This design comes from an exercise in tuning for small area, a short achievable clock period and few clock cycles per item on the open sky130 flow, not from production work.
RTL that was checked went through simulation tests only; none was proved equivalent to the original.
For runs 1 to 5, only the layout was checked, not whether the RTL still works.
Power figures rest on the tool's default switching activity, not on a simulated workload.

===== flow/design.v =====
`timescale 1ns / 1ps
`default_nettype none
package rbv_pkg;
  localparam logic [31:0] CRC_POLY  = 32'h82F6_3B78;
  localparam logic [31:0] CRC_INIT  = 32'hFFFF_FFFF;
  localparam logic [2:0] ST_OK      = 3'd0;
  localparam logic [2:0] ST_TRUNC   = 3'd1;
  localparam logic [2:0] ST_NEG_LEN = 3'd2;
  localparam logic [2:0] ST_BAD_LEN = 3'd3;
  localparam logic [2:0] ST_CRC     = 3'd4;
  function automatic logic [31:0] crc32c_byte(input logic [31:0] crc, input logic [7:0] b);
    logic [31:0] c;
    c = crc ^ {24'h0, b};
    for (int k = 0; k < 8; k++) begin
      c = c[0] ? ((c >> 1) ^ CRC_POLY) : (c >> 1);
    end
    crc32c_byte = c;
  endfunction
  function automatic logic [8:0] add8_ks(input logic [7:0] a, input logic [7:0] b, input logic ci);
    logic [8:0] g;
    logic [8:0] p;
    g = {a & b, ci};
    p = {a ^ b, 1'b0};
    for (int d = 1; d < 9; d = d * 2) begin
      for (int i = 8; i >= d; i--) begin
        g[i] = g[i] | (p[i] & g[i - d]);
        p[i] = p[i] & p[i - d];
      end
    end
    add8_ks = {g[8], (a ^ b) ^ g[7:0]};
  endfunction
  function automatic logic [31:0] inc32_pp(input logic [31:0] x);
    logic [31:0] c;
    c = {x[30:0], 1'b1};
    for (int d = 1; d < 32; d = d * 2) begin
      for (int i = 31; i >= d + 1; i--) begin
        c[i] = c[i] & c[i - d];
      end
    end
    inc32_pp = x ^ c;
  endfunction
endpackage
`default_nettype wire
`timescale 1ns / 1ps
`default_nettype none
module record_batch_validator
(
  input  logic               clk,
  input  logic               rst,
  input  logic               in_valid,
  output logic               in_ready,
  input  logic [7:0]         data_byte,
  input  logic               end_of_span,
  input  logic               cfg_write,
  input  logic               cfg_data,
  output logic               out_valid,
  input  logic               out_ready,
  output logic               kind,
  output logic [7:0]         payload_byte,
  output logic [2:0]         status,
  output logic signed [63:0] batch_base,
  output logic [15:0]        attributes,
  output logic signed [63:0] writer_id,
  output logic signed [15:0] writer_epoch,
  output logic signed [31:0] first_seq,
  output logic signed [31:0] rec_count,
  output logic [31:0]        batch_size,
  output logic signed [63:0] final_offset,
  output logic               is_last
);
  logic       rv;          
  logic [7:0] rb;
  logic       re;
  logic       sv;          
  logic [7:0] sb;
  logic       se;
  logic       consume;     
  assign in_ready = !sv;
  always_ff @(posedge clk) begin
    if (rst) begin
      rv <= 1'b0;
      sv <= 1'b0;
    end else if (rv && !consume) begin
      if (in_valid && !sv) sv <= 1'b1;
    end else if (sv) begin
      rv <= 1'b1;
      sv <= 1'b0;
    end else begin
      rv <= in_valid;
    end
  end
  always_ff @(posedge clk) begin
    if (!sv) begin
      sb <= data_byte;
      se <= end_of_span;
    end
    if (!rv || consume) begin
      rb <= sv ? sb : data_byte;
      re <= sv ? se : end_of_span;
    end
  end
  logic [31:0] cnt;        
  logic        pay;        
  logic        vdone;      
  logic        peek_mode;
  logic [63:0] bb_n;
  logic [31:0] tot_n;      
  logic        tcarry;
  logic        neg;        
  logic [31:0] hcrc_n;
  logic [15:0] attr_n;
  logic [63:0] wid_n;
  logic [15:0] ep_n;
  logic [31:0] seq_n;
  logic [31:0] rc_n;
  logic [31:0] crc;
  logic [63:0] fo_n;
  logic        ov;
  logic        okind;
  logic [2:0]  ost;
  logic        h_bb, h_attr, h_wid, h_ep, h_seq, h_rc, h_fol, h_foh, h_tot;
  logic [7:0]  pr;         
  logic        vpend;      
  logic        vchk;       
  logic [2:0]  vst;        
  logic        fbusy;      
  logic [5:0]  cl;         
  logic        hdr;        
  logic        outfree;    
  logic        payfree;    
  logic        p0;
  logic        act;
  logic        crcok;
  logic        is_last_pl;
  logic        at35;
  assign cl       = cnt[5:0];
  assign outfree  = !vpend && (!ov || out_ready);
  assign payfree  = !ov || okind || out_ready;
  assign p0       = !pay && (cl == 6'd1);
  assign consume  = rv && (vdone || outfree || (p0 && !re && payfree));
  assign act      = consume && !vdone;
  assign hdr      = !pay && !vdone;
  assign at35     = !pay && (cl == 6'd36);
  assign crcok    = (crc == hcrc_n);
  assign is_last_pl = (cnt == ~tot_n);
  logic [7:0] tsum;
  logic       tco;
  assign {tco, tsum} = {1'b0, (cl == 6'd12) ? {1'b0, rb[6:0]} : rb}
                     + ((cl == 6'd9) ? 9'd12 : {8'd0, tcarry});
  always_ff @(posedge clk) begin
    if (rst) begin
      cnt   <= 32'd1;
      pay   <= 1'b0;
      vdone <= 1'b0;
    end else if (consume) begin
      if (re) begin
        cnt   <= 32'd1;
        pay   <= 1'b0;
        vdone <= 1'b0;
      end else if (!vdone) begin
        cnt <= rbv_pkg::inc32_pp(cnt);
        if (at35) begin
          pay   <= 1'b1;
          vdone <= neg || (~tot_n < 32'd36) || peek_mode || (~tot_n == 32'd36);
        end else if (pay) begin
          vdone <= is_last_pl;
        end
      end
    end
  end
  logic hw;
  assign hw = rv && !vdone && !pay && outfree;
  always_ff @(posedge clk) begin
    if (hw) begin
      case (cl)
        6'd2:  bb_n[15:0] <= ~{rb, pr};
        6'd3:  bb_n[23:16] <= ~rb;
        6'd4:  bb_n[31:24] <= ~rb;
        6'd5:  bb_n[39:32] <= ~rb;
        6'd6:  bb_n[47:40] <= ~rb;
        6'd7:  bb_n[55:48] <= ~rb;
        6'd8:  bb_n[63:56] <= ~rb;
        6'd9:  begin tot_n[7:0] <= ~tsum; tcarry <= tco; end
        6'd10: begin tot_n[15:8] <= ~tsum; tcarry <= tco; end
        6'd11: begin tot_n[23:16] <= ~tsum; tcarry <= tco; end
        6'd12: begin tot_n[31:24] <= ~tsum; neg <= rb[7]; end
        6'd13: hcrc_n[7:0] <= ~rb;
        6'd14: hcrc_n[15:8] <= ~rb;
        6'd15: hcrc_n[23:16] <= ~rb;
        6'd16: hcrc_n[31:24] <= ~rb;
        6'd17: attr_n[7:0] <= ~rb;
        6'd18: attr_n[15:8] <= ~rb;
        6'd19: wid_n[7:0] <= ~rb;
        6'd20: wid_n[15:8] <= ~rb;
        6'd21: wid_n[23:16] <= ~rb;
        6'd22: wid_n[31:24] <= ~rb;
        6'd23: wid_n[39:32] <= ~rb;
        6'd24: wid_n[47:40] <= ~rb;
        6'd25: wid_n[55:48] <= ~rb;
        6'd26: wid_n[63:56] <= ~rb;
        6'd27: ep_n[7:0] <= ~rb;
        6'd28: ep_n[15:8] <= ~rb;
        6'd29: seq_n[7:0] <= ~rb;
        6'd30: seq_n[15:8] <= ~rb;
        6'd31: seq_n[23:16] <= ~rb;
        6'd32: seq_n[31:24] <= ~rb;
        6'd33: rc_n[7:0] <= ~rb;
        6'd34: rc_n[15:8] <= ~rb;
        6'd35: rc_n[23:16] <= ~rb;
        6'd36: rc_n[31:24] <= ~rb;
        default: ;
      endcase
    end
  end
  always_ff @(posedge clk) begin
    if (act) begin
      if (!pay && cl <= 6'd16) crc <= rbv_pkg::CRC_INIT;
      else                     crc <= rbv_pkg::crc32c_byte(crc, rb);
    end
  end
  logic [2:0] fsq;         
  logic       fcar;        
  logic       fbw;         
  logic       f_shift;
  logic       f_add;
  logic [7:0] f_addend;
  logic [7:0] f_lane0;
  logic [8:0] f_sum;
  logic [7:0] f_dec;
  assign f_shift  = hw && (cl >= 6'd2) && (cl <= 6'd9);
  assign f_add    = (hw && (cl >= 6'd33) && (cl <= 6'd36)) || (fsq != 3'd0);
  assign f_addend = (fsq != 3'd0) ? {8{!rc_n[31]}} : rb;
  assign f_lane0  = ~fo_n[7:0];
  assign f_sum    = rbv_pkg::add8_ks(f_lane0, f_addend, fcar);
  assign f_dec    = pr - {7'd0, fbw};
  assign fbusy    = (fsq != 3'd0) && (fsq != 3'd4);
  always_ff @(posedge clk) begin
    if (f_shift || f_add) begin
      fo_n <= {f_shift ? ~f_dec : ~f_sum[7:0], fo_n[63:8]};
    end
    if (act && p0) begin
      fbw <= 1'b1;
    end else if (f_shift) begin
      fbw <= fbw && (pr == 8'd0);
    end
    if (hw && cl == 6'd2) begin
      fcar <= 1'b0;
    end else if (f_add) begin
      fcar <= f_sum[8];
    end
  end
  always_ff @(posedge clk) begin
    if (rst) begin
      fsq <= 3'd0;
    end else if (act && at35) begin
      fsq <= 3'd1;
    end else if (fsq == 3'd4) begin
      fsq <= 3'd0;
    end else if (fsq != 3'd0) begin
      fsq <= fsq + 3'd1;
    end
  end
  always_ff @(posedge clk) begin
    if (rst) begin
      peek_mode <= 1'b0;
    end else if (cfg_write) begin
      peek_mode <= cfg_data;
    end
  end
  always_ff @(posedge clk) begin
    if (act) pr <= rb;
  end
  logic       ov_d;
  logic       okind_d;
  logic [2:0] ost_d;
  logic       ohide_d;
  assign ohide_d = !okind_d || (ost_d == rbv_pkg::ST_TRUNC);
  always_comb begin
    ov_d    = ov;
    okind_d = okind;
    ost_d   = ost;
    if (act && !pay && cl < 6'd36 && re) begin
      ov_d    = 1'b1;
      okind_d = 1'b1;
      ost_d   = rbv_pkg::ST_TRUNC;
    end else if (act && pay) begin
      ov_d    = 1'b1;
      okind_d = 1'b0;
      ost_d   = rbv_pkg::ST_OK;
    end else if (vpend && (!ov || out_ready) && !fbusy) begin
      ov_d    = 1'b1;
      okind_d = 1'b1;
      ost_d   = vchk ? (crcok ? rbv_pkg::ST_OK : rbv_pkg::ST_CRC) : vst;
    end else if (ov && out_ready) begin
      ov_d    = 1'b0;
    end
  end
  always_ff @(posedge clk) begin
    okind  <= okind_d;
    ost    <= ost_d;
    h_bb   <= ohide_d || (hw && cl >= 6'd2  && cl <= 6'd8);
    h_tot  <= ohide_d || (hw && cl >= 6'd9  && cl <= 6'd12) || (ost_d == rbv_pkg::ST_NEG_LEN);
    h_attr <= ohide_d || (hw && cl >= 6'd17 && cl <= 6'd18);
    h_wid  <= ohide_d || (hw && cl >= 6'd19 && cl <= 6'd26);
    h_ep   <= ohide_d || (hw && cl >= 6'd27 && cl <= 6'd28);
    h_seq  <= ohide_d || (hw && cl >= 6'd29 && cl <= 6'd32);
    h_rc   <= ohide_d || (hw && cl >= 6'd33 && cl <= 6'd36);
    h_fol  <= ohide_d || (hw && cl >= 6'd2  && cl <= 6'd5);
    h_foh  <= ohide_d || (hw && cl >= 6'd6  && cl <= 6'd9);
  end
  always_ff @(posedge clk) begin
    if (rst) begin
      ov    <= 1'b0;
      vpend <= 1'b0;
    end else begin
      ov <= ov_d;
      if (act && pay) begin
        if (is_last_pl) begin
          vpend <= 1'b1;
          vchk  <= 1'b1;
          vst   <= rbv_pkg::ST_OK;
        end else if (re) begin
          vpend <= 1'b1;
          vchk  <= 1'b0;
          vst   <= rbv_pkg::ST_BAD_LEN;
        end
      end else if (!(act && !pay && cl < 6'd36 && re) && vpend && (!ov || out_ready) && !fbusy) begin
        vpend <= 1'b0;
      end
      if (vpend && vchk) begin
        vchk <= 1'b0;
        vst  <= crcok ? rbv_pkg::ST_OK : rbv_pkg::ST_CRC;
      end
      if (act && at35) begin
        if (neg) begin
          vpend <= 1'b1; vchk <= 1'b0; vst <= rbv_pkg::ST_NEG_LEN;
        end else if (~tot_n < 32'd36) begin
          vpend <= 1'b1; vchk <= 1'b0; vst <= rbv_pkg::ST_BAD_LEN;
        end else if (peek_mode) begin
          vpend <= 1'b1; vchk <= 1'b0; vst <= rbv_pkg::ST_OK;
        end else if (~tot_n == 32'd36) begin
          vpend <= 1'b1; vchk <= 1'b1; vst <= rbv_pkg::ST_OK;
        end else if (re) begin
          vpend <= 1'b1; vchk <= 1'b0; vst <= rbv_pkg::ST_BAD_LEN;
        end
      end
    end
  end
  assign out_valid    = ov;
  assign kind         = okind;
  assign is_last      = okind;
  assign status       = ost;
  assign payload_byte = pr & {8{!okind}};
  assign batch_base   = ~(bb_n | {64{h_bb}});
  assign attributes   = ~(attr_n | {16{h_attr}});
  assign writer_id    = ~(wid_n | {64{h_wid}});
  assign writer_epoch = ~(ep_n | {16{h_ep}});
  assign first_seq    = ~(seq_n | {32{h_seq}});
  assign rec_count    = ~(rc_n | {32{h_rc}});
  assign batch_size   = ~(tot_n | {32{h_tot}});
  assign final_offset = ~(fo_n | {{32{h_foh}}, {32{h_fol}}});
endmodule
`default_nettype wire

===== flow/flow/run.sh =====
#!/bin/bash
# Standard layout, except that the port buffers are the small sky130 buffer
# instead of the delay buffer buffer_ports picks by default.
set -uo pipefail
bash standard.sh synth > synth.log 2>&1 || exit 1
export BUFFER_PORTS_ARGS="-buffer_cell sky130_fd_sc_hd__buf_1"
bash standard.sh > layout.log 2>&1

===== flow/standard.sh =====
#!/bin/bash
# synth_recipe.tcl (not shown) runs the flow's synth.tcl, then flattens the netlist and writes it again
# the make line also repeats each setting of config.mk as NAME=value (left out here)
make -C /OpenROAD-flow-scripts/flow DESIGN_CONFIG=/design/flow/config.mk WORK_HOME=/design/flow/orfs CLKGATE_MAP_FILE= SYNTH_SCRIPT=/design/flow/synth_recipe.tcl "${@:-finish}"

===== flow/config.mk =====
export PLATFORM = sky130hd
export DESIGN_NAME = record_batch_validator
export DESIGN_NICKNAME = record_batch_validator
export VERILOG_FILES = /design/flow/design.v
export SDC_FILE = /design/flow/constraint.sdc
export NUM_CORES = 4
export LEC_CHECK = 0
export ABC_CLOCK_PERIOD_IN_PS = 2800
export CAP_MARGIN = 20
export CORE_MARGIN = 2
export CORE_UTILIZATION = 60
export CTS_CLUSTER_DIAMETER = 60
export CTS_CLUSTER_SIZE = 24
export PLACE_DENSITY = 0.75
export SETUP_SLACK_MARGIN = 4.0
export SLEW_MARGIN = 20

===== flow/constraint.sdc =====
create_clock -name core_clock -period 7.0 [get_ports {clk}]
set_input_delay 1.4000 -clock core_clock [delete_from_list [all_inputs] [get_ports {clk}]]
set_output_delay 1.4000 -clock core_clock [all_outputs]
set_load 0.01 [all_outputs]

==> results of run 1 <==
per-layer routing:
metal / part of all wire [%] / GRT usage, % / up-vias
met5: 0 / 0 / -
li1: - / - / 6176
met4: 2.2 / 6.20 / 0
met3: 8.6 / 4.25 / 80
met2: 47 / 43.8 / 670
met1: 42 / 39.4 / 6342
cells in the mapped netlist (3+ instances only):
cell type,number
nand2b_1,8
nor4_1,17
a21oi_1,23
edfxtp_1,407
nor2b_1,10
a211oi_1,3
and3_1,15
o31a_1,3
ha_1,21
mux2_2,10
o311ai_0,3
mux2i_1,4
a31o_2,3
o211ai_1,4
nand4_1,30
nand2_1,72
clkbuf_1,49
xnor2_1,119
nand3_1,15
dfxtp_1,66
xor2_1,57
xnor2_4,6
nor2_1,413
xnor2_2,10
buf_4,3
nor3_1,26
buf_2,8
o21ai_0,26
inv_1,60
o21a_1,6
nor4_4,4
a21o_1,13
a31oi_1,5
or3_1,5
nor3b_1,5
worst max-delay path, cell delays in order:
cell	delay (ns)
buf_1	0.24
nor2b_4	0.14
nor2_1	0.21
nand2_1	0.23
or2_2	0.49
nor2_1	0.56
how the worst max path moves through the flow:
| stage | cells past startpoint | to | start | slack (ns) |
|---|---|---|---|---|
| 6_report | 6 | seq_n[11] | out_ready | 3.94 |
| 5_1_grt | 6 | seq_n[11] | out_ready | 3.81 |
| 4_1_cts | 6 | vchk | out_ready | 3.88 |
| 3_5_place_dp | 6 | vchk | out_ready | 2.52 |
| 3_3_place_gp | 6 | vchk | out_ready | 2.62 |
| 2_1_floorplan | 5 | vchk | out_ready | 3.76 |
where the power goes:
| part | switching [mW] | leakage, nW | total, mW | internal [mW] |
|---|---|---|---|---|
| Combinational | 0.403 | 2.97 | 0.644 | 0.241 |
| Sequential | 0.0809 | 4.14 | 3.31 | 3.23 |
| Clock | 1.00 | 0.519 | 1.94 | 0.942 |
| Total | 1.49 | 7.63 | 5.90 | 4.41 |
what timing repair did:
item	4_1_cts	5_1_grt
gates resized for setup	23	22
endpoints found under the hold margin	0	0
hold buffers	0	0
cloned	3	1
pin swaps	1	3
setup buffers	3	6
setup endpoints to repair	501	341
flip-flops by register name, indices dropped and copies added (netlist names), 3 cells and up:
signal and flops:
seq_n 32, bb_n 64, fsq 3, tot_n 32
hcrc_n 32, fo_n 64, cnt 32, vst 3
rc_n 32, ep_n 16, ost 3, crc 32
pr 8, rb 8, attr_n 16, sb 8
wid_n 64
final cells by class:
cell class	count	area (um^2)
repair inverters	3	22.5
diodes	1	2.50
multi-input cells	984	6180
repair buffers	368	1500
clock inverters	20	283
inverters	60	229
clock buffers	32	779
flip-flops and latches	473	13600
well taps	442	553
fillers	2292	9590
cells by family after synthesis:
family                     share of synthesized area (%)
and+or+nand+nor                                     14.3
buffers and inverters                               2.49
AOI/OAI and AO/OA                                   3.95
adders and majority gates                           1.41
xor gates and xnor gates                            9.42
muxes                                              0.763
DFF                                                 67.7
through the flow:
stage,hold slack [ns],instances,cell area (um^2),util [%]
2_1_floorplan,0.427,1579,20100,-
3_3_place_gp,0.429,2317,21800,66.5
3_5_place_dp,0.435,2317,21800,66.5
4_1_cts,0.455,2375,23000,70.2
5_1_grt,0.459,2382,23100,70.7
6_report,0.452,2383,23100,70.7
==> results.txt, run 1 <==
* Top cells by area, synth: edfxtp_1, nor2_1, dfxtp_1
* Avg Cell Area, Syn at between 10 and 15 um^2
* Worst setup path class: input port to flip-flop
* Unique cell type count in the Yosys netlist at 76
* Area Growth Syn to Fin at 15.5%
* Worst r2r src: fsq[0]
* CTS H-tree lvls at 1
* Max transition margin at between 20% and 30%
* Fmax at between 300 and 400 MHz
* Final wirelength at ~49 mm
* Port Buf Inserts at about 350
* Syn. warnings at 1
* R2r setup slk at about 4.2 ns
* Max-slew violation count at 0
* GRT Total Usage at 27.2%
* I/O pins at between 300 and 400
* Nets@finish at around 2000
* Layout cells sized above 1 at ~8%
* CTS Sinks at between 400 and 500
* Worst flop-to-flop path endpoint: fo_n[62]
* HPWL Detailed at 33.8 mm
* Num CTS Buffers at 31
* Period utilization at 43.7%
* Worst Hold End: fo_n[13]
* CTS Buffer Depth at 3
* Dominant synthesized flop cell: edfxtp_1
* Initial core utilization at around three fifths
* Final Hold Violating Endpoints at 0
* Clock skew at 0.0204 ns
* HP Start: fo_n[21]
* Post-synth top area share at around 61%
* Die width at about 190 um
* Vias in the first global route at between 10000 and 15000
* Crit end category: flip-flop
* Hold crit path type: flip-flop to flip-flop
* Largest net degree at the start of global routing at between 60 and 70
* Std cell rows at 66
* Count of state elements after synthesis at ~470
* Initial antenna violation count at 0
* Chip height at ~190 um
* Drt drc at 0
* Post-synth EDFFs at between 400 and 500
* Clock transition at path regs at ~0.090 ns
* Finish-stage setup viols at 0
* Most common cell after layout, fill and taps aside: edfxtp_1
* Status: no timing/DRC/antenna violations
* Full die area at ~35000 um^2
* RSZ-0062 raised after global routing: yes
* Seq/Total Area, Yosys at between 60% and 70%
* Routed Antenna Nets at 0
* First-pass GRT wire length at ~73 mm
* Tot Pwr at roughly 5.9 mW
* Reg2Reg Depth at 12
* Core Box Area at 32700 um^2
* Critical path arrival at approximately 3.3 ns
* Initial drt markers at roughly 1200
* Power density over the cells at ~260 nW/um^2
* Critical Path RT at 7.21 ns
* DRT Pass-1 Iters at 5
* Placement Setup Slack at around 2.5 ns
* Synthesized cell area at around 20000 um^2
* Root buffer cell: clkbuf_16
* Async S/R FF share, synth at 0%
* Peak supply drop at between 0.2 and 0.3 mV
* Leakage at 7.63 nW
* Routed vias/inst at approximately 5.6
* Final RePlAce weighted congestion at around 0.94
* Hold depth at 0
* Max FO, Critical Path at 12
* Most frequent cells in the layout: edfxtp_1, nor2_1, buf_1
* Post-Syn Nets at roughly 1600
* Worst slew pin tran at between 1 and 1.5 ns
* Global route overflow at 0
* Routed WL per cell at ~20 um
* Clk Latency, worst-skew pair at a little under 0.6 ns
* Dominant cell type by area after synthesis: edfxtp_1
* Max Cap Viol at 0
* Final WS setup at around 3.9 ns
* Setup TNS at 0 ns
* Vias at 13300
* Syn Inst Count at between 1500 and 2000
* CTS tree: built
* Final min period at 3.06 ns
* Startpoint types: input port
==> inputs of run 2 (changes only) <==
--- a/flow/config.mk
+++ b/flow/config.mk
@@ -10,6 +10,6 @@
 export CORE_MARGIN = 2
 export CORE_UTILIZATION = 60
-export CTS_CLUSTER_DIAMETER = 60
-export CTS_CLUSTER_SIZE = 24
+export CTS_CLUSTER_DIAMETER = 50
+export CTS_CLUSTER_SIZE = 30
 export PLACE_DENSITY = 0.75
 export SETUP_SLACK_MARGIN = 4.0
==> run 2 against run 1 <==
Synthesized area is the same. Die area unchanged. Final cell count up 0.50%. Cell area rose by 1.2%. Utilization grew 0.86 points. Sequential power about the same. Critical path type unchanged.
==> results.txt, run 2 <==
* Status: no timing/DRC/antenna violations
* Drt drc at 0
* Global route overflow at 0
* Peak supply drop at roughly 0.27 mV
* Critical path arrival at ~3.2 ns
* Clock skew at 0.0214 ns
* Max FO, Critical Path at 12
* Largest net degree at the start of global routing at 65
* Clk Latency, worst-skew pair at approximately 0.56 ns
* CTS tree: built
* Cell chain of the critical path: buf_1 -> nor2b_4 -> nor2_1 -> nand2_1 -> or2_2 -> nor2_1
* Die width at roughly 190 um
* Antenna fix cells at 0
* Async S/R FF share, synth at 0%
* Crit end category: flip-flop
* Num CTS Buffers at 38
* Routed Antenna Nets at 0
* DRT Pass-1 Iters at 5
* Most frequent cells after synthesis: nor2_1, edfxtp_1, xnor2_1, nand2_1, dfxtp_1
* Placement Setup Slack at approximately 2.5 ns
* Leakage at a little under 8 nW
* Dominant cell type by area after synthesis: edfxtp_1
* CTS Sinks at approximately 470
* DP Area at about 22000 um^2
* Avg Cell Area, Syn at 12.7 um^2
* Worst r2r src: cnt[1]
* Chip height at roughly 190 um
* Layout cells sized above 1 at slightly below 9%
* Routed WL per cell at roughly 20 um
* Unique cell type count in the Yosys netlist at 76
* Final wirelength at 49.0 mm
* Slowest stage delay, CP at between 0.5 and 0.6 ns
* RSZ-0062 raised after global routing: yes
* Max transition margin at 29.9%
* Post-synth top area share at 61.1%
* Syn. warnings at 1
* First-pass GRT wire length at between 70 and 80 mm
* Synthesized cell area at about 20000 um^2
* Final cell count without fillers at 2395
* Top cells by area, synth: edfxtp_1, nor2_1, dfxtp_1
* Startpoint types: input port
* Std cell rows at 66
* Final WS setup at between 3 and 4 ns
* # hold bufs at CTS at 0
* Post-synth EDFFs at between 400 and 500
* Reg2Reg Depth at 7
* Worst Setup SP: out_ready
* Cell mode on critical path: nor2_1
* Port Buf Inserts at 349
* Post-Syn Nets at 1616
* Critical Path RT at about 7.2 ns
* Area Growth Syn to Fin at 16.9%
* Initial antenna violation count at 0
* Util after Layout at between 70% and 80%
* CTS H-tree lvls at 2
* Core Box Area at roughly 33000 um^2
* Vias in the first global route at about 12000
* Final Hold Violating Endpoints at 0
* Fmax at ~330 MHz
* Full die area at 34800 um^2
* R2r setup slk at a little over 4 ns
* Routed vias/inst at around 5.6
* Finish-stage setup viols at 0
* CTS Buffer Depth at 3
* Nets@finish at 1961
* Final min period at 3.02 ns
* Hold WS at 0.452 ns
* Max-slew violation count at 0
* Most frequent cells in the layout: edfxtp_1, nor2_1, buf_1
* HPWL Detailed at ~34 mm
* Worst flop-to-flop path endpoint: vchk
* Count leader, synth: nor2_1
* Power density over the cells at approximately 270 nW/um^2
* Vias at roughly 13000
* Most common cell after layout, fill and taps aside: edfxtp_1
* Root buffer cell: clkbuf_16
* Hold crit path type: flip-flop to flip-flop
* Dominant synthesized flop cell: edfxtp_1
* Finished Cell Area at about 23000 um^2
* Setup TNS at 0 ns
* Final RePlAce weighted congestion at 0.938
* Max Cap Viol at 0
* HP Start: fo_n[10]
* Syn Inst Count at around 1600
* Seq/Total Area, Yosys at approximately two thirds
* Worst Hold End: fo_n[2]
* I/O pins at 350
* Tot Pwr at 6.28 mW
* Registers with the most flip-flops: bb_n: 64 flops, fo_n: 64 flops, wid_n: 64 flops
* Clock transition at path regs at about 0.08 ns
* Slowest-stage cell, CP: nor2_1
* Initial core utilization at 61.2%
* GRT Total Usage at roughly 28%
* Initial drt markers at ~1300
* DP Cell Count at around 2300
* Worst setup path class: input port to flip-flop
* Count of state elements after synthesis at ~470
* Hold depth at 0
* Period utilization at 43.2%
* Worst slew pin tran at 1.05 ns
==> run 2: cell count changes in the layout (fill, tap and decap cells not counted), sizes merged <==
cell and delta:
clkbuf +7, bufinv +1, diode -1, buf -2, clkinv +6, inv +2
clkinvlp -1
==> run 2: how the worst max path moves through the flow <==
stage,endpoint,slack (ns),cells after the start
after floorplan,vchk,3.76,5
after global placement,vchk,2.62,6
after detailed placement,vchk,2.52,6
after CTS,vchk,4.00,8
after global routing,wid_n[3],3.85,6
final,hcrc_n[29],3.98,6
==> run 2: layout make-up <==
type                            count  area, um^2
Fill cell                        2274        9300
Clock inverter                     30         412
Tap cell                          442         553
Multi-Input combinational cell    984        6170
Inverter                           60         229
Timing Repair inverter              1        7.51
Timing Repair Buffer              366        1480
Clock buffer                       39         976
Sequential cell                   473       13600
==> run 2: layer usage <==
metal | vias to the layer above | GRT usage (%) | part of all wire (%)
met1 | 6408 | 39.8 | 42
met5 | - | 0 | 0
li1 | 6197 | - | -
met2 | 685 | 44.1 | 47
met3 | 85 | 4.36 | 8.2
met4 | 0 | 7.26 | 2.3
==> run 2: logic make-up after synthesis <==
| kind of cell | synth area share (%) |
|---|---|
| AND/OR/NAND/NOR | 14.3 |
| flip-flops | 67.7 |
| XOR/XNOR | 9.42 |
| buffers and inverters | 2.49 |
| AO/OA/AOI/OAI | 3.95 |
| adder cells (fa/ha/maj) | 1.41 |
| multiplexers | 0.763 |
==> run 2: power by group <==
group	internal [mW]	switching, mW
logic	0.239	0.401
clock network	1.21	1.12
registers	3.23	0.0806
total	4.68	1.60
==> run 2: worst max-delay path: cells and delay by family <==
family                 cells  cell delay (ns)
buffers and inverters      1             0.23
and+or+nand+nor            5             1.58
==> run 2: timing repair <==
action | CTS | global route
cloned | 2 | 0
pin swaps | 1 | 4
hold endpoints to repair | 0 | 0
setup buffers | 3 | 4
setup endpoints to repair | 558 | 360
gates resized for setup | 22 | 19
==> inputs of run 3 (changes only) <==
--- a/flow/design.v
+++ b/flow/design.v
@@ -130,4 +130,5 @@
   logic        payfree;    
   logic        p0;
+  logic        hdr2;
   logic        act;
   logic        crcok;
@@ -136,7 +137,8 @@
   assign cl       = cnt[5:0];
   assign outfree  = !vpend && (!ov || out_ready);
+  assign hdr2     = !pay && (cl >= 6'd3);
   assign payfree  = !ov || okind || out_ready;
   assign p0       = !pay && (cl == 6'd1);
-  assign consume  = rv && (vdone || outfree || (p0 && !re && payfree));
+  assign consume  = rv && (vdone || hdr2 || outfree || (p0 && !re && payfree));
   assign act      = consume && !vdone;
   assign hdr      = !pay && !vdone;
@@ -170,5 +172,5 @@
   end
   logic hw;
-  assign hw = rv && !vdone && !pay && outfree;
+  assign hw = rv && !vdone && !pay && (hdr2 || outfree);
   always_ff @(posedge clk) begin
     if (hw) begin
--- a/flow/config.mk
+++ b/flow/config.mk
@@ -10,6 +10,6 @@
 export CORE_MARGIN = 2
 export CORE_UTILIZATION = 60
-export CTS_CLUSTER_DIAMETER = 50
-export CTS_CLUSTER_SIZE = 30
+export CTS_CLUSTER_DIAMETER = 60
+export CTS_CLUSTER_SIZE = 24
 export PLACE_DENSITY = 0.75
 export SETUP_SLACK_MARGIN = 4.0
==> run 3 against run 2 <==
Still clean. Clock power decreased by 18%. Count of clock-buffer cells in the layout decreased by 1. Non-clock buffer count increased by 12. Flip-flop and latch count unchanged. Utilization decreased by 0.77 points. Die area decreased by 0.82%. Worst hold slack got worse by 0.0034 ns. Synthesized area decreased by 0.84%. Largest power group unchanged.
==> results.txt, run 3 <==
* CTS tree: built
* Critical path arrival at 3.24 ns
* Initial drt markers at between 1000 and 1500
* Top routing layer in use: met5
* Finish-stage setup viols at 0
* Final Hold Violating Endpoints at 0
* Most frequent cells after synthesis: edfxtp_1, nor2_1, xnor2_1, nand2_1, dfxtp_1
* Post-synth top area share at between 60% and 70%
* RSZ-0062 raised after global routing: no
* P_int at between 4 and 5 mW
* Met2 wire len at approximately 23 mm
* Synthesized cell area at 19800 um^2
* DP Cell Count at about 2300
* Largest net degree at the start of global routing at 65
* Clock skew at 0.0220 ns
* HPWL Detailed at 33.3 mm
* Avg Cell Area, Syn at about 13 um^2
* Std cell rows at 66
* Area Growth Syn to Fin at 16.1%
* Max-slew violation count at 0
* Startpoint types: flip-flop
* Syn. warnings at 1
* Async S/R FF share, synth at 0%
* Dominant synthesized flop cell: edfxtp_1
* Count of state elements after synthesis at approximately 470
* Registers with the most flip-flops: bb_n: 64 flops, fo_n: 64 flops, wid_n: 64 flops
* Seq/Total Area, Yosys at roughly two thirds
* Reg2Reg Depth at 9
* Routed vias/inst at about 5.6
* Nets@finish at a little under 2000
* Top cells by area, synth: edfxtp_1, nor2_1, xnor2_1
* Max FO, Critical Path at 17
* Worst slew pin tran at roughly 1.1 ns
* Status: no timing/DRC/antenna violations
* Period utilization at 42.0%
* Max Cap Viol at 0
* Hold depth at 0
* Count leader, synth: edfxtp_1
* Layout cells sized above 1 at 8.53%
* Hold crit path type: flip-flop to flip-flop
* Port Buf Inserts at 349
* Peak supply drop at between 0.2 and 0.25 mV
* Root buffer cell: clkbuf_16
* Levels on crit path at 9
* Initial antenna violation count at 1
* DRT Pass-1 Iters at 8
* Clk Latency, worst-skew pair at around 0.58 ns
* Full die area at around 35000 um^2
* Num CTS Buffers at 30
* Vias in the first global route at about 12000
* Routed Antenna Nets at 0
* Met3 Wirelength at around 4.4 mm
* Global route overflow at 0
* Setup TNS at 0 ns
* Critical Path RT at 7.30 ns
* Die width at between 150 and 200 um
* Most frequent cells in the layout: edfxtp_1, nor2_1, buf_1
* Comb power frac at 10.1%
* Cell mode on critical path: ha_1
* Clock power frac at between 30 and 40%
* Fmax at ~340 MHz
* Power density over the cells at 252 nW/um^2
* Post-synth EDFFs at approximately 410
* Antenna fix cells at 0
* Final cell count without fillers at ~2400
* GRT Total Usage at between 20% and 30%
* CTS Buffer Depth at 3
* Drt drc at 0
* Core Box Area at 32500 um^2
* Unique cell type count in the Yosys netlist at 67
* Critical path's top delay family: simple AND/OR/NAND/NOR gates
* Cell chain of the critical path: nor2b_2 -> nand3_1 -> and2_1 -> ha_1 -> ha_1 -> a21o_1 -> a21oi_1 -> nor3_1 -> xnor2_2
* Met1 WL at approximately 21 mm
* Syn Inst Count at roughly 1600
* First-pass GRT wire length at roughly 72 mm
* Crit end category: flip-flop
* Vias at around 13000
* Most common cell after layout, fill and taps aside: edfxtp_1
* Initial core utilization at 61.0%
* Slowest-stage cell, CP: dfxtp_2
* Chip height at ~190 um
* P_sw at between 1 and 1.5 mW
* Clock transition at path regs at approximately 0.090 ns
* Buf/Inv on CP at 0
* Slowest stage delay, CP at approximately 0.55 ns
* Final wirelength at just under 50 mm
* CTS H-tree lvls at 1
* Dominant cell type by area after synthesis: edfxtp_1
* Leakage at 7.45 nW
* Post-Syn Nets at approximately 1600
* Worst setup path class: flip-flop to flip-flop
* CTS Sinks at between 400 and 500
* Final RePlAce weighted congestion at a little over 0.9
* Fraction of power consumed by sequential logic at between 50% and 60%
* Final min period at about 2.9 ns
* Routed WL per cell at 20.7 um
* Max transition margin at between 20% and 30%
* I/O pins at between 300 and 400
* Switching Share at between 20% and 30%
run 3: cell count changes after synthesis, moves of 11 or more:
cell      previous run  this run
clkbuf_1            49        60
inv_1               60        49
nor4_2               1        13
xnor2_1            119       164
xor2_1              57        25
run 3: worst paths after layout:
path / start / to / slack (ns)
setup reg to reg: cnt[3] / tot_n[6] / 4.06
hold / removal: fo_n[45] / fo_n[37] / 0.45
setup / recovery: cnt[3] / tot_n[6] / 4.06
hold reg to reg: fo_n[45] / fo_n[37] / 0.45
run 3: layout make-up:
class	count	area (um^2)
Clock buffer	38	823
Multi-Input combinational cell	988	6040
Sequential cell	473	13600
Inverter	49	188
Timing Repair inverter	3	22.5
Fill cell	2288	9510
Tap cell	442	553
Timing Repair Buffer	378	1590
Clock inverter	18	234
run 3: logic make-up (layout without fill, tap and decap cells):
logic type / count (synthesis) / after routing / synth area share [%]
buffers and inverters: 117 / 486 / 2.26
XOR/XNOR: 195 / 195 / 8.83
flip-flops: 473 / 473 / 68.3
AO/OA/AOI/OAI: 106 / 107 / 3.63
AND/OR/NAND/NOR: 648 / 649 / 14.8
adder cells (fa/ha/maj): 23 / 23 / 1.49
multiplexers: 14 / 14 / 0.769
run 3: power by group through the flow:
stage	Combinational, mW	Clock (mW)	Sequential (mW)
after detailed placement	0.531	0	3.37
after CTS	0.565	1.95	3.31
after global placement	0.525	0	3.37
final	0.587	1.92	3.31
after floorplan	0.406	0	3.33
after global routing	0.637	2.05	3.32
run 3: metal layers:
layer	vias up	track usage, %
met5	-	0
met4	2	7.56
met3	82	4.44
met2	710	45.1
met1	6490	39.8
li1	6174	-
run 3: what timing repair did:
action / in CTS / in global routing
buffers inserted: 18 / 1
endpoints found under the setup margin: 487 / 172
hold buffers: 0 / 0
cloned: 4 / 1
gates resized for setup: 38 / 12
pin swaps: 6 / 6
run 3: stage by stage:
stage	instance area, um^2	setup WS [ns]	hold slack [ns]	util (%)	total power, mW
detailed placement	21600	2.64	0.434	66.4	3.90
global placement	21600	2.67	0.428	66.4	3.89
CTS	23000	3.99	0.451	70.6	5.82
global route	23000	3.98	0.466	70.8	6.01
finish	23000	4.06	0.449	70.8	5.81
floorplan	19900	3.68	0.427	-	3.74
==> inputs of run 4 (changes only) <==
--- a/flow/design.v
+++ b/flow/design.v
@@ -121,4 +121,5 @@
   logic        h_bb, h_attr, h_wid, h_ep, h_seq, h_rc, h_fol, h_foh, h_tot;
   logic [7:0]  pr;         
+  logic [7:0]  pr2;        
   logic        vpend;      
   logic        vchk;       
@@ -172,10 +173,9 @@
   end
   logic hw;
-  assign hw = rv && !vdone && !pay && (hdr2 || outfree);
+  assign hw = rv && !vdone && hdr2;
   always_ff @(posedge clk) begin
     if (hw) begin
       case (cl)
-        6'd2:  bb_n[15:0] <= ~{rb, pr};
-        6'd3:  bb_n[23:16] <= ~rb;
+        6'd3:  bb_n[23:0] <= ~{rb, pr, pr2};
         6'd4:  bb_n[31:24] <= ~rb;
         6'd5:  bb_n[39:32] <= ~rb;
@@ -230,10 +230,10 @@
   logic [8:0] f_sum;
   logic [7:0] f_dec;
-  assign f_shift  = hw && (cl >= 6'd2) && (cl <= 6'd9);
+  assign f_shift  = hw && (cl >= 6'd3) && (cl <= 6'd10);
   assign f_add    = (hw && (cl >= 6'd33) && (cl <= 6'd36)) || (fsq != 3'd0);
   assign f_addend = (fsq != 3'd0) ? {8{!rc_n[31]}} : rb;
   assign f_lane0  = ~fo_n[7:0];
   assign f_sum    = rbv_pkg::add8_ks(f_lane0, f_addend, fcar);
-  assign f_dec    = pr - {7'd0, fbw};
+  assign f_dec    = pr2 - {7'd0, fbw};
   assign fbusy    = (fsq != 3'd0) && (fsq != 3'd4);
   always_ff @(posedge clk) begin
@@ -244,7 +244,7 @@
       fbw <= 1'b1;
     end else if (f_shift) begin
-      fbw <= fbw && (pr == 8'd0);
+      fbw <= fbw && (pr2 == 8'd0);
     end
-    if (hw && cl == 6'd2) begin
+    if (hw && cl == 6'd3) begin
       fcar <= 1'b0;
     end else if (f_add) begin
@@ -271,5 +271,8 @@
   end
   always_ff @(posedge clk) begin
-    if (act) pr <= rb;
+    if (act) begin
+      pr  <= rb;
+      pr2 <= pr;
+    end
   end
   logic       ov_d;
@@ -301,5 +304,5 @@
     okind  <= okind_d;
     ost    <= ost_d;
-    h_bb   <= ohide_d || (hw && cl >= 6'd2  && cl <= 6'd8);
+    h_bb   <= ohide_d || (hw && cl >= 6'd3  && cl <= 6'd8);
     h_tot  <= ohide_d || (hw && cl >= 6'd9  && cl <= 6'd12) || (ost_d == rbv_pkg::ST_NEG_LEN);
     h_attr <= ohide_d || (hw && cl >= 6'd17 && cl <= 6'd18);
@@ -308,6 +311,6 @@
     h_seq  <= ohide_d || (hw && cl >= 6'd29 && cl <= 6'd32);
     h_rc   <= ohide_d || (hw && cl >= 6'd33 && cl <= 6'd36);
-    h_fol  <= ohide_d || (hw && cl >= 6'd2  && cl <= 6'd5);
-    h_foh  <= ohide_d || (hw && cl >= 6'd6  && cl <= 6'd9);
+    h_fol  <= ohide_d || (hw && cl >= 6'd3  && cl <= 6'd6);
+    h_foh  <= ohide_d || (hw && cl >= 6'd7  && cl <= 6'd10);
   end
   always_ff @(posedge clk) begin
==> run 4 against run 3 <==
Sequential share of layout area grew 0.40 points. Flip-flop and latch count grew 8. First-iteration DRC count grew 18%. Critical endpoint is now writer_id[31].
==> results.txt, run 4 <==
* RSZ-0062 raised after global routing: no
* Root buffer cell: clkbuf_16
* Fmax at ~340 MHz
* Max FO, Critical Path at 18
* Routed Antenna Nets at 0
* Syn. warnings at 1
* Max transition margin at a little over a fifth
* Finished Cell Area at 23300 um^2
* Max-slew violation count at 0
* Async S/R FF share, synth at 0%
* Layout cells sized above 1 at under 10%
* Initial drt markers at roughly 1600
* Clock transition at path regs at ~0.090 ns
* CTS H-tree lvls at 2
* Final WS setup at 4.07 ns
* Chip height at 187 um
* Post-synth top area share at slightly above 60%
* Critical path arrival at between 1.5 and 2 ns
* Dominant synthesized flop cell: edfxtp_1
* Dominant cell type by area after synthesis: edfxtp_1
* Count of state elements after synthesis at around 480
* GRT Total Usage at between 20% and 30%
* Port Buf Inserts at ~350
* Full die area at 34900 um^2
* Area Growth Syn to Fin at 16.0%
* Placement Setup Slack at 2.59 ns
* Count leader, synth: edfxtp_1
* DP Area at 21800 um^2
* Final RePlAce weighted congestion at a little over 0.9
* Clk Latency, worst-skew pair at 0.54 ns
* Most common cell after layout, fill and taps aside: edfxtp_1
* CTS tree: built
* Vias in the first global route at ~13000
* Antenna fix cells at 0
* Most frequent cells after synthesis: edfxtp_1, nor2_1, xnor2_1, nand2_1, dfxtp_1
* Hold crit path type: flip-flop to flip-flop
* Global route overflow at 0
* Clock skew at 0.0284 ns
* Routed vias/inst at 5.69
* Critical Path RT at between 5 and 6 ns
* Avg Cell Area, Syn at 12.5 um^2
* Startpoint types: flip-flop
* Post-Syn Nets at between 1500 and 2000
* Drt drc at 0
* Period utilization at 41.9%
* Nets@finish at 1991
* Num CTS Buffers at 34
* Status: no timing/DRC/antenna violations
* Tot Pwr at around 6.0 mW
* Routed WL per cell at approximately 21 um
* Crit end category: primary output
* Post-synth EDFFs at 415
* Worst slew pin tran at ~1.2 ns
* Final cell count without fillers at 2419
* Hold WS at about 0.45 ns
* CTS Sinks at about 480
* Power density over the cells at between 200 and 300 nW/um^2
* Leakage at approximately 7.5 nW
* Seq/Total Area, Yosys at between 60 and 70%
* Setup TNS at 0 ns
* DRT Pass-1 Iters at 5
* CTS Buffer Depth at 3
* Registers with the most flip-flops: bb_n: 64 flops, fo_n: 64 flops, wid_n: 64 flops
* Final min period at between 2 and 3 ns
* Max Cap Viol at 0
* Final wirelength at between 50 and 60 mm
* # hold bufs at CTS at 0
* Synthesized cell area at approximately 20000 um^2
* Unique cell type count in the Yosys netlist at 66
* Peak supply drop at roughly 0.22 mV
* Top cells by area, synth: edfxtp_1, nor2_1, dfxtp_1
* DP Cell Count at roughly 2300
* Reg2Reg Depth at 12
* Vias at around 14000
* HPWL Detailed at about 36 mm
* Hold depth at 0
* I/O pins at between 300 and 400
* Core Box Area at 32700 um^2
* Most frequent cells in the layout: edfxtp_1, nor2_1, buf_1
* Largest net degree at the start of global routing at 65
* Finish-stage setup viols at 0
* Syn Inst Count at about 1600
* Std cell rows at 66
* Final Hold Violating Endpoints at 0
* Initial core utilization at about three fifths
* Worst setup path class: flip-flop to primary output
* First-pass GRT wire length at between 70 and 80 mm
* Initial antenna violation count at 0
* FILL cells at about 2300
* Die width at 187 um
* Util after Layout at 71.2%
run 4: cell count changes after synthesis, moves of 8 or more:
cell      previous run  this run
xnor2_1            164       122
xor2_1              25        61
nor4_1              14        32
nand2_1             76        91
and3_1              25        11
nor4_2              13         0
a21oi_1             26        38
edfxtp_1           407       415
run 4: path summary, 6_finish.rpt:
check	slack [ns]	start	end
max	4.07	h_wid	writer_id[31]
min	0.45	fo_n[55]	fo_n[47]
max reg2reg	4.17	fsq[0]	fo_n[63]
min reg2reg	0.45	fo_n[55]	fo_n[47]
run 4: cell families after synthesis:
logic type,after synthesis,synth area share [%]
and+or+nand+nor,656,14.1
buffers and inverters,123,2.37
xor gates and xnor gates,189,8.71
muxes,12,0.655
AOI/OAI and AO/OA,122,3.98
DFF,481,68.7
adders and majority gates,23,1.47
run 4: timing repair:
| item | 4_1_cts | 5_1_grt |
|---|---|---|
| pin swaps | 2 | 2 |
| buffers inserted | 9 | 1 |
| cloned | 3 | 0 |
| gates resized for setup | 23 | 27 |
| setup endpoints to repair | 454 | 274 |
run 4: layout make-up:
| type | count | area, um^2 | area share [%] |
|---|---|---|---|
| Inverter | 57 | 218 | 0.935 |
| Clock inverter | 20 | 231 | 0.994 |
| Clock buffer | 40 | 916 | 3.93 |
| Tap cell | 442 | 553 | 2.38 |
| Sequential cell | 481 | 13800 | 59.4 |
| Timing Repair inverter | 3 | 22.5 | 0.0967 |
| Timing Repair Buffer | 374 | 1560 | 6.68 |
| Multi-Input combinational cell | 1002 | 5970 | 25.6 |
run 4: where the power goes:
group | internal, mW | switching (mW)
registers | 3.30 | 0.0821
logic | 0.233 | 0.380
clock network | 1.03 | 1.03
total | 4.56 | 1.49
run 4: per-layer routing:
metal | up-vias | wire (um) | GRT usage (%)
li1 | 6273 | - | -
met1 | 6690 | 20200 | 38.1
met2 | 692 | 25100 | 48.2
met3 | 118 | 4310 | 5.59
met4 | 0 | 1990 | 11.1
met5 | - | 0 | 0
run 4: critical path, stage by stage (launching register included):
cell,delay (ns)
dfxtp_4,0.50
buf_6,0.24
nor2_1,0.07
buf_1,0.17
==> inputs of run 5 (changes only) <==
--- a/flow/config.mk
+++ b/flow/config.mk
@@ -9,8 +9,8 @@
 export CAP_MARGIN = 20
 export CORE_MARGIN = 2
-export CORE_UTILIZATION = 60
+export CORE_UTILIZATION = 55
 export CTS_CLUSTER_DIAMETER = 60
 export CTS_CLUSTER_SIZE = 24
-export PLACE_DENSITY = 0.75
-export SETUP_SLACK_MARGIN = 4.0
+export PLACE_DENSITY = 0.72
+export SETUP_SLACK_MARGIN = 4.25
 export SLEW_MARGIN = 20
==> run 5 against run 4 <==
Highest routed layer is now met5. Count of clock-buffer cells in the layout up 2. Largest cell class unchanged. Non-clock buffer count up 72. Fmax down 1.5%. Global-route usage down 0.15 points. Cell area up 19%. Sequential share of layout area down 9.6 points. Worst hold slack better by 0.0098 ns. Sequential power up 2%. Worst setup slack worse by 0.044 ns. Critical path depth unchanged. Via count up 10%.
==> results.txt, run 5 <==
* Top cells by area, synth: edfxtp_1, nor2_1, dfxtp_1
* Avg Cell Area, Syn at around 12 um^2
* Most common cell after layout, fill and taps aside: edfxtp_1
* Crit end category: primary output
* Core Box Area at 35700 um^2
* CTS tree: built
* Num CTS Buffers at 34
* Layout cells sized above 1 at between 30% and 40%
* Power density over the cells at approximately 230 nW/um^2
* Syn Inst Count at roughly 1600
* Startpoint types: flip-flop
* Slowest-stage cell, CP: dfxtp_4
* Slowest stage delay, CP at between 0.4 and 0.5 ns
* HPWL Detailed at 35.6 mm
* Largest net degree at the start of global routing at 33
* Seq/Total Area, Yosys at between 60% and 70%
* Critical path arrival at approximately 1.6 ns
* Status: no timing/DRC/antenna violations
* Final min period at 2.97 ns
* Routed WL per cell at approximately 26 um
* Max-slew violation count at 0
* Clock skew at approximately 0.043 ns
* Std cell rows at 69
* Max transition margin at approximately a quarter
* P_int at 4.62 mW
* Routed Antenna Nets at 0
* Fmax at 336 MHz
* Drt drc at 0
* Registers with the most flip-flops: bb_n: 64 flops, fo_n: 64 flops, wid_n: 64 flops
* Dominant cell type by area after synthesis: edfxtp_1
* Final cell count without fillers at about 2500
* Unique cell type count in the Yosys netlist at 66
* Port Buf Inserts at 349
* Final Hold Violating Endpoints at 0
* Clk Latency, worst-skew pair at ~0.56 ns
* Post-Syn Nets at between 1500 and 2000
* CTS Buffer Depth at 3
* Routed vias/inst at 6.06
* Critical path's top delay family: buffers and inverters
* # hold bufs at CTS at 0
* Post-synth EDFFs at 415
* Final wirelength at 66.0 mm
* Cell chain of the critical path: bufbuf_16 -> nor2_2 -> buf_2
* Post-synth top area share at roughly 62%
* I/O pins at between 300 and 400
* Die width at between 150 and 200 um
* DP Cell Count at between 2000 and 2500
* Max FO, Critical Path at 8
* Count of state elements after synthesis at ~480
* First-pass GRT wire length at between 80 and 90 mm
* Worst setup path class: flip-flop to primary output
* Switching Share at between 20% and 30%
* Final RePlAce weighted congestion at about 0.94
* FILL cells at around 1900
* CTS H-tree lvls at 2
* Root buffer cell: clkbuf_16
* Setup TNS at 0 ns
* Nets@finish at roughly 2100
* Most frequent cells in the layout: edfxtp_1, nor2_4, buf_6
* Initial antenna violation count at 1
* Fraction of power consumed by sequential logic at a little over half
* Comb power frac at 11.9%
* P_sw at around 1.7 mW
* CTS Sinks at a little under 500
* Initial core utilization at 56.2%
* Period utilization at a little over two fifths
* Synthesized cell area at 20100 um^2
* Async S/R FF share, synth at 0%
* Global route overflow at 0
* Dominant synthesized flop cell: edfxtp_1
* DRT Pass-1 Iters at 6
* Max Cap Viol at 0
* Area Growth Syn to Fin at 38.5%
* Full die area at 38000 um^2
* Count leader, synth: edfxtp_1
* Leakage at 9.68 nW
* Finish-stage setup viols at 0
* Antenna fix cells at 0
* Clock transition at path regs at 0.09 ns
* Most frequent cells after synthesis: edfxtp_1, nor2_1, xnor2_1, nand2_1, dfxtp_1
* Vias at 15200
* Initial drt markers at 1896
* Critical Path RT at between 5 and 6 ns
* Hold crit path type: flip-flop to flip-flop
* GRT Total Usage at slightly below 30%
* Syn. warnings at 1
* Worst slew pin tran at approximately 1.1 ns
* Clock power frac at approximately a third
* Chip height at between 150 and 200 um
* RSZ-0062 raised after global routing: yes
* Peak supply drop at ~0.19 mV
* Buf/Inv on CP at 2
* Vias in the first global route at 13600
[run 5: cell count changes in the layout (fill, tap and decap cells not counted), moves of 7 or more]
cell | previous run | this run
buf_1 | 349 | 60
buf_12 | 1 | 23
buf_16 | 1 | 8
buf_2 | 0 | 87
buf_4 | 18 | 49
buf_6 | 3 | 191
clkbuf_16 | 36 | 45
clkbuf_2 | 0 | 18
nor2_1 | 401 | 134
nor2_2 | 2 | 62
nor2_4 | 0 | 207
[run 5: final timing paths]
| check | start | endpoint | slack [ns] | cells after the start |
|---|---|---|---|---|
| worst max-delay path | h_wid | writer_id[43] | 4.03 | 3 |
| worst min-delay path | pr[4] | pr2[4] | 0.46 | 0 |
| worst max register to register | fsq[1] | fo_n[63] | 4.23 | 12 |
| worst min register to register | pr[4] | pr2[4] | 0.46 | 0 |
[run 5: layer usage]
layer	share of wire, %	track usage (%)	vias up
met5	0.020	0	-
met4	4.6	9.50	2
met3	9.3	4.16	216
met2	51	49.8	1078
met1	35	37.7	7475
li1	-	-	6440
[run 5: cell families (layout without fill, tap and decap cells)]
logic type               after synthesis  after routing  share of synthesized area (%)
buffers and inverters                123            567                           2.37
flip-flops                           481            481                           68.7
XOR/XNOR                             189            189                           8.71
AO/OA/AOI/OAI                        122            122                           3.98
AND/OR/NAND/NOR                      656            657                           14.1
multiplexers                          12             12                          0.655
adder cells (fa/ha/maj)               23             23                           1.47
[run 5: stage by stage]
stage	worst slack, ns	area [um^2]	util, %	total power [mW]	hold slack (ns)
detailed placement	2.56	21900	61.3	4.04	0.434
floorplan	3.52	20200	-	3.87	0.426
global route	4.00	27800	77.8	6.45	0.454
finish	4.03	27800	77.8	6.27	0.456
CTS	4.07	24600	68.7	6.09	0.446
global placement	2.65	21900	61.3	4.02	0.432
[run 5: what timing repair did]
| action | CTS | global route |
|---|---|---|
| cloned | 13 | 10 |
| pin swaps | 49 | 149 |
| endpoints found under the setup margin | 538 | 519 |
| hold endpoints to repair | 0 | 0 |
| gates resized for setup | 323 | 870 |
| setup buffers | 39 | 22 |
[run 5: area by class of cell]
| type | instances | area, um^2 | share of cell area, % |
|---|---|---|---|
| timing repair buffer | 446 | 4210 | 15.1 |
| clock inverter | 19 | 214 | 0.770 |
| inverter | 57 | 218 | 0.783 |
| sequential | 481 | 13800 | 49.8 |
| timing repair inverter | 3 | 22.5 | 0.0810 |
| multi-input combinational | 1003 | 7790 | 28.0 |
| tap | 461 | 577 | 2.08 |
| clock buffer | 42 | 923 | 3.32 |
[run 5: power by group through the flow]
stage                     Combinational, mW  Clock (mW)  Sequential (mW)
after floorplan                       0.453           0             3.41
after global placement                0.571           0             3.45
after detailed placement              0.582           0             3.46
after CTS                             0.637        2.07             3.39
after global routing                  0.796        2.21             3.44
final                                 0.745        2.09             3.44
==> inputs of run 6 (changes only) <==
--- a/flow/design.v
+++ b/flow/design.v
@@ -149,6 +149,7 @@
   logic [7:0] tsum;
   logic       tco;
-  assign {tco, tsum} = {1'b0, (cl == 6'd12) ? {1'b0, rb[6:0]} : rb}
-                     + ((cl == 6'd9) ? 9'd12 : {8'd0, tcarry});
+  assign {tco, tsum} = rbv_pkg::add8_ks((cl == 6'd12) ? {1'b0, rb[6:0]} : rb,
+                                        (cl == 6'd9) ? 8'd12 : 8'd0,
+                                        (cl != 6'd9) && tcarry);
   always_ff @(posedge clk) begin
     if (rst) begin
--- a/flow/config.mk
+++ b/flow/config.mk
@@ -9,8 +9,8 @@
 export CAP_MARGIN = 20
 export CORE_MARGIN = 2
-export CORE_UTILIZATION = 55
+export CORE_UTILIZATION = 60
 export CTS_CLUSTER_DIAMETER = 60
 export CTS_CLUSTER_SIZE = 24
-export PLACE_DENSITY = 0.72
-export SETUP_SLACK_MARGIN = 4.25
+export PLACE_DENSITY = 0.75
+export SETUP_SLACK_MARGIN = 4.0
 export SLEW_MARGIN = 20
==> run 6 against run 5 <==
Still clean. Total power decreased by 4.1%. Sequential power decreased by 1%. Global-route usage increased by 0.95 points.
==> results.txt, run 6 <==
* Post-synth EDFFs at roughly 420
* Util after Layout at about 71%
* Tot Pwr at between 6 and 7 mW
* CTS H-tree lvls at 2
* Dominant cell type by area after synthesis: edfxtp_1
* Final Hold Violating Endpoints at 0
* Finish-stage setup viols at 0
* Area Growth Syn to Fin at 16.2%
* Flip-flop and latch area at 13800 um^2
* Drt drc at 0
* Startpoint types: flip-flop
* First-pass GRT wire length at between 70 and 80 mm
* Vias at 13800
* Dominant synthesized flop cell: edfxtp_1
* Max Cap Viol at 0
* Max FO, Critical Path at 32
* Chip height at ~190 um
* Clock transition at path regs at about 0.08 ns
* Final WS setup at around 4.1 ns
* Post-synth top area share at between 60% and 70%
* Most common cell after layout, fill and taps aside: edfxtp_1
* Period utilization at a little over two fifths
* Top cells by area, synth: edfxtp_1, nor2_1, dfxtp_1
* I/O pins at between 300 and 400
* Peak supply drop at 0.196 mV
* Final wirelength at about 53 mm
* CTS tree: built
* FILL cells at 2234
* Hold crit path type: flip-flop to flip-flop
* DP Cell Count at between 2000 and 2500
* RSZ-0062 raised after global routing: yes
* Status: no timing/DRC/antenna violations
* Power density over the cells at 258 nW/um^2
* Initial drt markers at 1213
* Initial core utilization at between 60% and 70%
* Most frequent cells after synthesis: edfxtp_1, nor2_1, xnor2_1, nand2_1, xor2_1
* Critical Path RT at approximately 5.6 ns
* Final cell count without fillers at ~2400
* Fmax at around 340 MHz
* Worst r2r src: fsq[0]
* HP Start: pr[6]
* Avg Cell Area, Syn at 12.6 um^2
* Num CTS Buffers at 36
* Top routing layer in use: met4
* Routed Antenna Nets at 0
* Registers with the most flip-flops: bb_n: 64 flops, fo_n: 64 flops, wid_n: 64 flops
* Met3 Wirelength at about 4.5 mm
* Full die area at roughly 35000 um^2
* Syn. warnings at 1
* Count leader, synth: edfxtp_1
* Most frequent cells in the layout: edfxtp_1, nor2_1, buf_1
* HPWL Detailed at approximately 36 mm
* Max-slew violation count at 0
* Port Buf Inserts at ~350
* Area of the multi-input gates at roughly 6000 um^2
* Std cell rows at 66
* Antenna fix cells at 0
* Core Box Area at 32700 um^2
* Initial antenna violation count at 0
* Placement Setup Slack at roughly 3.1 ns
* Worst Setup SP: h_rc
* Unique cell type count in the Yosys netlist at 75
* Critical path arrival at around 1.5 ns
* Count of state elements after synthesis at a little under 500
* Routed vias/inst at ~5.7
* GRT Total Usage at 29.8%
* Largest net degree at the start of global routing at 65
* Clk Latency, worst-skew pair at 0.53 ns
* Global route overflow at 0
* Final min period at 2.94 ns
* Die width at approximately 190 um
* Worst slew pin tran at around 1.2 ns
* Final RePlAce weighted congestion at ~0.95
* Root buffer cell: clkbuf_16
* Async S/R FF share, synth at 0%
* DRT Pass-1 Iters at 7
* Clock skew at around 0.022 ns
* Met2 wire len at 25.4 mm
* Leakage at 7.61 nW
* Met1 WL at ~21 mm
* CTS Sinks at 481
* Setup TNS at 0 ns
* CTS Buffer Depth at 3
* Nets@finish at between 1500 and 2000
* Vias in the first global route at around 13000
* Crit end category: primary output
* Seq/Total Area, Yosys at between 60% and 70%
* Worst setup path class: flip-flop to primary output
* Synthesized cell area at around 20000 um^2
* Post-Syn Nets at 1625
* Syn Inst Count at approximately 1600
* Routed WL per cell at 22.1 um
* Max transition margin at between 20% and 30%
* Layout cells sized above 1 at between 8 and 9%
-- run 6: layer usage --
layer | vias to the layer above | global-route usage [%]
met5 | - | 0
li1 | 6257 | -
met3 | 146 | 4.99
met1 | 6666 | 39.5
met2 | 751 | 49.4
met4 | 0 | 12.4
-- run 6: cell families (layout without fill, tap and decap cells) --
logic type      count (synthesis)  in the layout  share of synthesized area (%)
compound gates                107            108                           3.69
xor+xnor                      185            185                           8.67
fa+ha+maj                      22             22                           1.41
buf+inv                       124            496                           2.43
flops                         481            481                           68.7
mux                            13             13                          0.704
simple gates                  656            657                           14.4
-- run 6: through the flow --
| stage | hold slack [ns] | cell area, um^2 |
|---|---|---|
| CTS | 0.451 | 23200 |
| global route | 0.462 | 23300 |
| global placement | 0.429 | 21900 |
| detailed placement | 0.432 | 21900 |
| finish | 0.451 | 23300 |
| floorplan | 0.421 | 20100 |
-- run 6: cell type report --
type | count | area share, %
flip-flops and latches | 481 | 59.2
multi-input cells | 985 | 25.8
repair buffers | 373 | 6.52
clock buffers | 41 | 4.03
well taps | 442 | 2.37
inverters | 58 | 1.08
clock inverters | 23 | 0.960
repair inverters | 1 | 0.0375
-- run 6: path summary, 6_finish.rpt --
path / to / slack [ns] / depth (start not counted)
max: rec_count[12] / 4.06 / 3
min: pr2[6] / 0.45 / 0
max reg2reg: fo_n[63] / 4.06 / 12
min reg2reg: pr2[6] / 0.45 / 0
-- run 6: where the power goes --
group / total [mW] / switching [mW] / internal, mW
clock: 2.03 / 1.02 / 1.02
combinational: 0.594 / 0.370 / 0.223
sequential: 3.39 / 0.0854 / 3.30
total: 6.02 / 1.47 / 4.54
-- run 6: worst max-delay path: stages, from the launching register on --
cell and delay [ns]:
dfxtp_1 0.31, buf_4 0.37, nor2_1 0.15, buf_1 0.16
-- run 6: what timing repair did --
item                                    in CTS  in global routing
hold buffers                                 0                  0
endpoints found under the setup margin     444                219
pin swaps                                    0                  5
gates resized for setup                     28                 21
gates cloned                                 1                  2
setup buffers                                3                  3
Testbench counts of run 6, summed over its fixed seeds: cycles 30,292, bytes 30,182.
==> inputs of run 7 (changes only) <==
--- a/flow/config.mk
+++ b/flow/config.mk
@@ -13,4 +13,4 @@
 export CTS_CLUSTER_SIZE = 24
 export PLACE_DENSITY = 0.75
-export SETUP_SLACK_MARGIN = 4.0
+export SETUP_SLACK_MARGIN = 4.15
 export SLEW_MARGIN = 20
==> run 7 against run 6 <==
Global-route usage grew 1.0 points. Worst setup slack gained 0.013 ns. Synthesized cell count is the same. Die area is the same. Total power grew 2.5%. Routed wire length grew 5.0%. Utilization grew 2.4 points. Count of clock-buffer cells in the layout shrank 1. Critical path type unchanged. Largest cell class unchanged. Largest power group unchanged.
==> results.txt, run 7 <==
* Status: no timing/DRC/antenna violations
* FILL cells at 2119
* Clock skew at between 0.01 and 0.015 ns
* Initial core utilization at roughly three fifths
* Port Buf Inserts at ~350
* Antenna fix cells at 0
* Final Hold Violating Endpoints at 0
* Max-slew violation count at 0
* Most frequent cells in the layout: edfxtp_1, nor2_1, buf_1
* Final RePlAce weighted congestion at 0.929
* Registers with the most flip-flops: bb_n: 64 flops, fo_n: 64 flops, wid_n: 64 flops
* Full die area at ~35000 um^2
* Critical path arrival at 1.53 ns
* Most common cell after layout, fill and taps aside: edfxtp_1
* Dominant synthesized flop cell: edfxtp_1
* Drt drc at 0
* Peak supply drop at 0.162 mV
* RSZ-0062 raised after global routing: yes
* DP Area at 21900 um^2
* Period utilization at 41.8%
* Simple-gate share of the synthesized area at around 14%
* DRT Pass-1 Iters at 5
* Routed WL per cell at between 20 and 25 um
* Most frequent cells after synthesis: edfxtp_1, nor2_1, xnor2_1, nand2_1, xor2_1
* Util after Layout at about three quarters
* I/O pins at 350
* First-pass GRT wire length at roughly 80 mm
* Layout cells sized above 1 at about 18%
* Finish-stage setup viols at 0
* Initial antenna violation count at 0
* Tot Pwr at just over 6 mW
* Syn. warnings at 1
* Clock transition at path regs at 0.08 ns
* Chip height at between 150 and 200 um
* Final WS setup at 4.07 ns
* Avg Cell Area, Syn at roughly 13 um^2
* CTS H-tree lvls at 2
* Post-Syn Nets at 1625
* Synthesized cell area at around 20000 um^2
* DP Cell Count at around 2300
* Max Cap Viol at 0
* Startpoint types: flip-flop
* Initial drt markers at 1644
* Final cell count without fillers at ~2400
* Post-synth EDFFs at around 420
* Worst setup path class: flip-flop to primary output
* Hold WS at about 0.44 ns
* Placement Setup Slack at 3.32 ns
* Final min period at 2.93 ns
* Hold depth at 0
* Final wirelength at around 56 mm
* Die width at ~190 um
* Crit end category: primary output
* Top cells by area, synth: edfxtp_1, nor2_1, dfxtp_1
* Finished Cell Area at between 20000 and 25000 um^2
* Vias at between 10000 and 15000
* Routed Antenna Nets at 0
* Dominant cell type by area after synthesis: edfxtp_1
* Xor/xnor share of the synthesized area at slightly below 9%
* Seq/Total Area, Yosys at between 60% and 70%
* Hold crit path type: flip-flop to flip-flop
* Global route overflow at 0
* Power density over the cells at around 260 nW/um^2
* Max FO, Critical Path at 13
* Count leader, synth: edfxtp_1
* Max transition margin at between 30% and 40%
* Critical Path RT at roughly 5.6 ns
* Num CTS Buffers at 36
* Area Growth Syn to Fin at 20.2%
* Setup TNS at 0 ns
* Nets@finish at approximately 2000
* Async S/R FF share, synth at 0%
* Unique cell type count in the Yosys netlist at 75
* Root buffer cell: clkbuf_16
* HPWL Detailed at about 36 mm
* Count of state elements after synthesis at ~480
* Vias in the first global route at around 13000
* Synth Area in Adders at between 1 and 1.5%
* CTS Sinks at between 400 and 500
* Synth Area in Compound Gates at 3.69%
* Combinational family with the most area after synthesis: simple AND/OR/NAND/NOR gates
* Reg2Reg Depth at 6
* Syn Inst Count at ~1600
* # hold bufs at CTS at 0
* Routed vias/inst at between 5 and 6
* Core Box Area at between 30000 and 40000 um^2
* Post-synth top area share at ~62%
* Leakage at about 8 nW
* Largest net degree at the start of global routing at 58
* Std cell rows at between 60 and 70
* GRT Total Usage at a little under a third
* CTS tree: built
* CTS Buffer Depth at 3
* Post-synthesis mux area share at less than 1%
* Clk Latency, worst-skew pair at 0.54 ns
* Fmax at 341 MHz
* Worst slew pin tran at around 0.93 ns
run 7: cell counts after synthesis:
Identical to the previous run, type by type.
run 7: worst max-delay path, cell delays in order, from the launching register on:
cell     delay (ns)
dfxtp_4        0.37
buf_12         0.14
buf_12         0.14
nor2_1         0.16
buf_1          0.17
run 7: layer usage:
layer / vias to the layer above / wire (um) / track usage [%]
li1: 6285 / - / -
met1: 6814 / 21800 / 41.5
met2: 797 / 26800 / 50.0
met3: 154 / 4650 / 5.10
met4: 0 / 2640 / 13.7
met5: - / 0 / 0
run 7: where the power goes:
group	leakage (nW)	switching [mW]	total [mW]	internal, mW
sequential	4.20	0.0868	3.39	3.30
combinational	3.44	0.401	0.642	0.241
clock	0.581	1.07	2.13	1.06
run 7: timing repair:
item / CTS / global route
gates resized for setup: 64 / 190
setup buffers: 12 / 10
endpoints found under the setup margin: 656 / 176
pin swaps: 3 / 6
gates cloned: 2 / 6
run 7: logic make-up after synthesis:
logic type,count (synthesis)
adders and majority gates,22
DFF,481
buffers and inverters,124
xor gates and xnor gates,185
AOI/OAI and AO/OA,107
and+or+nand+nor,656
muxes,13
run 7: worst paths after layout:
path | slack [ns] | start | endpoint
worst max register to register | 4.14 | cnt[0] | bb_n[60]
worst min register to register | 0.44 | fo_n[42] | fo_n[34]
worst min-delay path | 0.44 | fo_n[42] | fo_n[34]
worst max-delay path | 4.07 | h_bb | batch_base[32]
run 7: area by class of cell:
class                   instances  area [um^2]  share of cell area (%)
clock buffers                  40          937                    3.88
clock inverters                24          268                    1.11
inverters                      58          251                    1.04
multi-input cells             985         6270                    26.0
flip-flops and latches        481        13800                    57.3
well taps                     442          553                    2.29
repair buffers                395         2020                    8.37

afterwards: timing with drivers on the ports:
The results above use ideal ports. As a check the final layouts listed here were re-extracted and re-timed, cells and wires unchanged.
Step 1: set_driving_cell puts a clkbuf_16 on clk and a buf_2 on each other input, an assumption about the parent block.
Step 2 also shifts input and output timing later by t, the mid clock arrival at the registers, as if the neighbouring blocks saw the same clock.
a / b / c = ideal ports / drivers / drivers and shift; a / b = the first two.
| run | t (ns) | setup WS [ns] | slew at the worst register clock pin (ns) |
|---|---|---|---|
| run 1 | 0.624 | 3.941 / 3.930 / 3.306 | 0.09 / 0.09 |
| run 2 | 0.601 | 3.977 / 3.972 / 3.371 | 0.10 / 0.10 |
| run 3 | 0.621 | 4.057 / 4.006 / 3.507 | 0.09 / 0.09 |
| run 4 | 0.576 | 4.070 / 4.019 / 3.658 | 0.10 / 0.10 |
| run 5 | 0.591 | 4.027 / 3.969 / 3.651 | 0.10 / 0.10 |
| run 6 | 0.578 | 4.058 / 4.002 / 3.582 | 0.09 / 0.09 |
| run 7 | 0.583 | 4.071 / 4.018 / 3.619 | 0.09 / 0.09 |
After both steps setup and hold are still met in every run listed. The setup slack of run 1, which loses most, moves by -0.011 ns with the drivers and by -0.635 ns with both steps.
